From an optimization exercise on the open Yosys and OpenROAD flow, aimed at small area and a short achievable clock period; shortcuts taken in it are not production practice. In this exercise RTL edits were held to simulation tests only and were not proved equivalent to the original. Power is estimated from default activity; no workload was simulated.

Setup of xenon:
## smc_top
module smc_top (
    input  wire         i_clk,
    input  wire         i_reset,
    input  wire         i_in_valid,
    input  wire  [1:0]  i_mode,
    input  wire  [17:0] i_w,
    input  wire  [17:0] i_vgs,
    input  wire  [17:0] i_vds,
    output logic        o_out_valid,
    output logic [7:0]  o_out_n
);
Size: about 68 I/O pins, about 0.011 mm² of cells after synthesis.
Settings: LEC_CHECK=0, ABC_AREA=1, CAP_MARGIN=20, CORE_MARGIN=2, CORE_UTILIZATION=30, CTS_BUF_LIST=sky130_fd_sc_hd__clkbuf_8 sky130_fd_sc_hd__clkbuf_16, CTS_CLUSTER_DIAMETER=120, CTS_CLUSTER_SIZE=40, SLEW_MARGIN=40, SYNTH_MEMORY_MAX_BITS=100000; clock period 25.0 ns.
standard.sh (not shown) runs the stock make flow with config.mk's settings and CLKGATE_MAP_FILE= SYNTH_SCRIPT=/design/flow/synth_recipe.tcl, a recipe that flattens the netlist after the stock synthesis.
==> flow/flow/run.sh <==
#!/bin/bash
# Standard layout, with the port buffers made from the smallest buffer cell.
export BUFFER_PORTS_ARGS="-buffer_cell sky130_fd_sc_hd__buf_1"
bash standard.sh > standard.log 2>&1
Changes in maple relative to xenon:
diff --git a/flow/config.mk b/flow/config.mk
--- a/flow/config.mk
+++ b/flow/config.mk
@@ -10,6 +10,4 @@
 export CORE_MARGIN = 2
-export CORE_UTILIZATION = 30
+export CORE_UTILIZATION = 55
 export CTS_BUF_LIST = sky130_fd_sc_hd__clkbuf_8 sky130_fd_sc_hd__clkbuf_16
-export CTS_CLUSTER_DIAMETER = 120
-export CTS_CLUSTER_SIZE = 40
 export SLEW_MARGIN = 40
Notes after the runs:
maple consumes more power than xenon does.
maple vs xenon — fraction of power consumed by the clock network rose 0.2 points.
Critical path launch point = i_mode[0]: xenon; critical path launch point = w0[0]$_DFF_P_: maple
The time the worst path needs with I/O delays and setup of maple was inferior to that of xenon.
Number of design-rule violations left by the first detailed-router iteration on maple is behind xenon.
Inputs modified between maple and cedar:
diff --git a/flow/config.mk b/flow/config.mk
--- a/flow/config.mk
+++ b/flow/config.mk
@@ -10,3 +10,3 @@
 export CORE_MARGIN = 2
-export CORE_UTILIZATION = 55
+export CORE_UTILIZATION = 30
 export CTS_BUF_LIST = sky130_fd_sc_hd__clkbuf_8 sky130_fd_sc_hd__clkbuf_16
==> comparison <==
- The layout buffer count excluding clock buffers of cedar falls short of that of maple by 2.
- Final critical delay including setup and external delays (cedar over maple): decrease, 0.084 ns
- Global-route wire length before repair (cedar vs. maple) increases slightly
- The origin of the worst setup path comes out i_mode[0] in one run and w0[0]$_DFF_P_ in the other, namely in cedar and maple respectively.
- Between maple and cedar, the flow reports total length of routed met2 wires increasing by a little under 10%.
- Any difference in share of power burned in combinational logic between maple and cedar is small enough to ignore.
[inputs] raven vs cedar
diff --git a/flow/config.mk b/flow/config.mk
--- a/flow/config.mk
+++ b/flow/config.mk
@@ -10,3 +10,3 @@
 export CORE_MARGIN = 2
-export CORE_UTILIZATION = 30
+export CORE_UTILIZATION = 40
 export CTS_BUF_LIST = sky130_fd_sc_hd__clkbuf_8 sky130_fd_sc_hd__clkbuf_16
Notes after the runs:
Source of the critical timing path = w0[0]$_DFF_P_: raven; source of the critical timing path = i_mode[0]: cedar. Between raven and cedar, it is raven whose shortest clock period the worst path allows after layout is higher, by 0.18 ns. Diff cedar -> raven: cell area after layout -about 1.3%, total buffers and inverters traversed by the critical path +3, slew of the pin with the lowest slew margin -0.072 ns, tap cell instance count -127. The higher met3 track demand over resource of raven and cedar is in raven.

========
The RTL this note starts from:
==> flow/design.v <==
`timescale 1ns/1ps
`default_nettype none
module smc_top (
    input  wire         i_clk,
    input  wire         i_reset,
    input  wire         i_in_valid,
    input  wire  [1:0]  i_mode,
    input  wire  [17:0] i_w,
    input  wire  [17:0] i_vgs,
    input  wire  [17:0] i_vds,
    output logic        o_out_valid,
    output logic [7:0]  o_out_n
);
    function automatic [9:0] radd(input [9:0] a, input [9:0] b, input ci);
        logic c;
        c = ci;
        for (int i = 0; i < 10; i++) begin
            radd[i] = a[i] ^ b[i] ^ c;
            c       = (a[i] & b[i]) | (c & (a[i] ^ b[i]));
        end
    endfunction
    function automatic [9:0] cadd(input [9:0] a, input [9:0] b, input ci);
        logic [9:0] lo, h0, h1;
        lo = radd({5'b0, a[4:0]}, {5'b0, b[4:0]}, ci);
        h0 = radd({5'b0, a[9:5]}, {5'b0, b[9:5]}, 1'b0);
        h1 = radd({5'b0, a[9:5]}, {5'b0, b[9:5]}, 1'b1);
        cadd = {lo[5] ? h1[4:0] : h0[4:0], lo[4:0]};
    endfunction
    function automatic [19:0] csa(input [9:0] a, input [9:0] b, input [9:0] c);
        logic [9:0] s, k;
        s = a ^ b ^ c;
        k = (a & b) | (c & (a ^ b));
        csa = {k[8:0], 1'b0, s};
    endfunction
    function automatic ge(input [7:0] a, input [7:0] b);
        logic g;
        g = 1'b1;
        for (int i = 0; i < 8; i++) g = b[i] ? (a[i] & g) : (a[i] | g);
        ge = g;
    endfunction
    function automatic [7:0] div3(input [7:0] x);
        logic r1, r0, n1, n0;
        r1 = 1'b0; r0 = 1'b0;
        for (int i = 7; i >= 0; i--) begin
            div3[i] = r1 | (r0 & x[i]);
            n1 = x[i] ? r1 : r0;
            n0 = x[i] ? ~(r1 | r0) : r1;
            r1 = n1; r0 = n0;
        end
    endfunction
    localparam logic [127:0] G0 = 128'h2aea0afa02fe00000000000000000000;
    localparam logic [127:0] G1 = 128'h2a000a00020000002aea0afa02fe0000;
    localparam logic [127:0] G2 = 128'hc4080e02fc000000cc0c0cfcfc000000;
    localparam logic [127:0] G3 = 128'h0af20cfc00000000f0f0f00000000000;
    localparam logic [127:0] G4 = 128'h0cfcf000000000000000000000000000;
    localparam logic [127:0] G5 = 128'hf0000000000000000000000000000000;
    logic [7:0] x [6];
    logic       v0, v1, v2;
    logic [1:0] md0, md1;
    logic [17:0] w0;
    logic [5:0]  g0 [6];
    always_ff @(posedge i_clk) begin
        v0   <= i_in_valid & ~i_reset;
        md0  <= i_mode;
        w0   <= i_w;
    end
    for (genvar d = 0; d < 6; d++) begin : g_dev
        wire [6:0] idx = {i_mode[0], i_vgs[3*d +: 3], i_vds[3*d +: 3]};
        always_ff @(posedge i_clk)
            g0[d] <= {G5[idx], G4[idx], G3[idx], G2[idx], G1[idx], G0[idx]};
        assign x[d] = w0[3*d +: 3] * g0[d];
    end
    logic above [6][6];
    always_comb begin
        for (int i = 0; i < 6; i++) begin
            above[i][i] = 1'b0;
            for (int j = i + 1; j < 6; j++) begin
                above[i][j] = ge(x[i], x[j]);
                above[j][i] = ~above[i][j];
            end
        end
    end
    logic [5:0] pos [3];
    for (genvar d = 0; d < 6; d++) begin : g_rank
        wire [4:0] a;
        for (genvar j = 0; j < 5; j++) begin : g_a
            assign a[j] = above[j < d ? j : j + 1][d];
        end
        wire s1 = a[0] ^ a[1] ^ a[2];
        wire c1 = (a[0] & a[1]) | (a[2] & (a[0] ^ a[1]));
        wire s0 = a[3] ^ a[4] ^ s1;
        wire c2 = (a[3] & a[4]) | (s1 & (a[3] ^ a[4]));
        wire n0 = ~s0 & ~c1 & ~c2;           
        wire n1 =  s0 & ~c1 & ~c2;           
        wire n2 = ~s0 & (c1 ^ c2);           
        wire n3 =  s0 & (c1 ^ c2);           
        wire n4 = ~s0 & c1 & c2;             
        wire n5 =  s0 & c1 & c2;             
        assign pos[0][d] = md0[1] ? n0 : n5;
        assign pos[1][d] = md0[1] ? n1 : n4;
        assign pos[2][d] = md0[1] ? n2 : n3;
    end
    logic [7:0] rc [3];
    logic [7:0] r [3];
    logic [7:0] bq [3];
    always_comb begin
        for (int k = 0; k < 3; k++) begin
            rc[k] = '0;
            for (int d = 0; d < 6; d++) rc[k] = rc[k] | (pos[k][d] ? x[d] : 8'd0);
        end
    end
    always_ff @(posedge i_clk) begin
        v1  <= v0 & ~i_reset;
        md1 <= md0;
        for (int k = 0; k < 3; k++) r[k] <= rc[k];
    end
    always_comb begin
        for (int k = 0; k < 3; k++) bq[k] = div3(r[k]);
    end
    wire [19:0] s1  = csa({2'b0, bq[0]}, {2'b0, bq[1]}, {2'b0, bq[2]});
    wire [9:0]  sum = cadd(s1[9:0], s1[19:10], 1'b0);
    wire [7:0]  hi = md1[1] ? bq[0] : bq[2];
    wire [7:0]  lo = md1[1] ? bq[2] : bq[0];
    wire [9:0]  dif = radd({2'b0, hi}, ~{2'b0, lo}, 1'b1);
    logic [7:0] s2r;
    logic [6:0] d2r;
    logic       m2;
    always_ff @(posedge i_clk) begin
        v2  <= v1 & ~i_reset;
        m2  <= md1[0];
        s2r <= sum[7:0];
        d2r <= dif[6:0];
    end
    wire [9:0]  t4 = cadd({s2r, 2'b00}, ~{3'b0, d2r}, 1'b1);
    wire [7:0]  y  = m2 ? t4[9:2] : s2r;
    always_ff @(posedge i_clk) begin
        o_out_valid <= v2 & ~i_reset;
        o_out_n     <= div3(y);
    end
endmodule
`default_nettype wire
==> flow/config.mk <==
export PLATFORM = sky130hd
export DESIGN_NAME = smc_top
export DESIGN_NICKNAME = smc_top
export VERILOG_FILES = /design/flow/design.v
export SDC_FILE = /design/flow/constraint.sdc
export NUM_CORES = 4
export LEC_CHECK = 0
export ABC_AREA = 1
export CAP_MARGIN = 20
export CORE_MARGIN = 2
export CORE_UTILIZATION = 30
export CTS_BUF_LIST = sky130_fd_sc_hd__clkbuf_8 sky130_fd_sc_hd__clkbuf_16
export SLEW_MARGIN = 40
export SYNTH_MEMORY_MAX_BITS = 100000
==> flow/constraint.sdc <==
create_clock -name core_clock -period 25.0 [get_ports {i_clk}]
set_input_delay 5.0000 -clock core_clock [delete_from_list [all_inputs] [get_ports {i_clk}]]
set_output_delay 5.0000 -clock core_clock [all_outputs]
set_load 0.01 [all_outputs]
==> flow/flow/run.sh <==
#!/bin/bash
# Standard layout, with the port buffers made from the smallest buffer cell
# and repair_design's early gate sizing keeping each driver's load within
# a fixed multiple of its input capacitance.
export BUFFER_PORTS_ARGS="-buffer_cell sky130_fd_sc_hd__buf_1"
export EARLY_SIZING_CAP_RATIO=4
bash standard.sh > standard.log 2>&1
The baseline went through all stages and came out clean.
Edit:
==> flow/flow/run.sh (replaced) <==
#!/bin/bash
# Standard layout, with the port buffers made from the smallest buffer cell.
export BUFFER_PORTS_ARGS="-buffer_cell sky130_fd_sc_hd__buf_1"
bash standard.sh > standard.log 2>&1
--- a/flow/config.mk
+++ b/flow/config.mk
@@ -11 +11 @@
-export CORE_UTILIZATION = 30
+export CORE_UTILIZATION = 40
@@ -13 +13 @@
-export SLEW_MARGIN = 40
+export SLEW_MARGIN = 20
Effect: Routed wire length climbs by 0.75%; critical path depth climbs by 19; via count climbs by 0.41%; total power climbs by 1.1%; design area drops by 1.4%; worst hold slack barely changes.
Edit:
--- a/flow/config.mk
+++ b/flow/config.mk
@@ -8 +7,0 @@
-export ABC_AREA = 1
@@ -13 +12 @@
-export SLEW_MARGIN = 20
+export SLEW_MARGIN = 60
=> The changed run went through all stages and came out clean; global-route usage came out higher by 0.21 points; register-to-register slack loses 0.31 ns; via count decreases by 8.9%; setup slack is worse by 0.31 ns; power goes down by 0.68%; utilization increases by 1.1 points; synthesized area rose by 0.73%; count of clock-buffer cells in the layout is unchanged; clock skew drops by 0.0051 ns.
Edit:
--- a/flow/config.mk
+++ b/flow/config.mk
@@ -7,0 +8 @@
+export ABC_AREA = 1
@@ -10 +11 @@
-export CORE_UTILIZATION = 40
+export CORE_UTILIZATION = 30
Result:
- worst setup slack is better by 0.67 ns
- power hardly moves
- clock skew stays flat
- cell area came out lower by 0.46%
Edit:
--- a/flow/config.mk
+++ b/flow/config.mk
@@ -13 +13 @@
-export SLEW_MARGIN = 60
+export SLEW_MARGIN = 70
Design area grows by about 0.7%.
Final cell count barely changes.
Worst hold slack improves by 0.0036 ns.

[what the ideal ports hide]
How much do the figures lean on ideal ports? The routed layouts below were timed once more, with nothing changed but the port constraints.
Step 1 assumes that a clkbuf_16 drives the clock port and a buf_2 every other input.
Step 2 adds t to the input delays and takes it off the output delays; t is the mean of the earliest and latest rising clock arrival at the registers after step 1. Input paths then give back, and output paths get back, about the clock's delay inside the block.
a / b / c = no drivers / after step 1 / after step 2; a / b = the first two.
run	t (ns)	slack for setup (ns)	slew at the worst register clock pin (ns)
xenon	0.420	18.984 / 18.995 / 18.593	0.09 / 0.09
maple	0.413	18.900 / 18.900 / 18.532	0.09 / 0.09
cedar	0.420	18.984 / 18.995 / 18.593	0.09 / 0.09
raven	0.421	18.804 / 18.804 / 18.537	0.09 / 0.09
the first run of note 2	0.420	18.984 / 18.995 / 18.593	0.09 / 0.09
the second run of note 2	0.419	18.775 / 18.775 / 18.653	0.10 / 0.10
the third run of note 2	0.413	18.460 / 18.460 / 18.460	0.09 / 0.09
the fourth run of note 2	0.421	19.128 / 19.087 / 18.729	0.09 / 0.09
the fifth run of note 2	0.422	19.070 / 19.092 / 18.673	0.08 / 0.08
After both steps setup and hold are still met in every run listed. For the fourth run of note 2, which loses most, drivers alone change the setup slack by -0.041 ns; drivers and shift together by -0.399 ns.
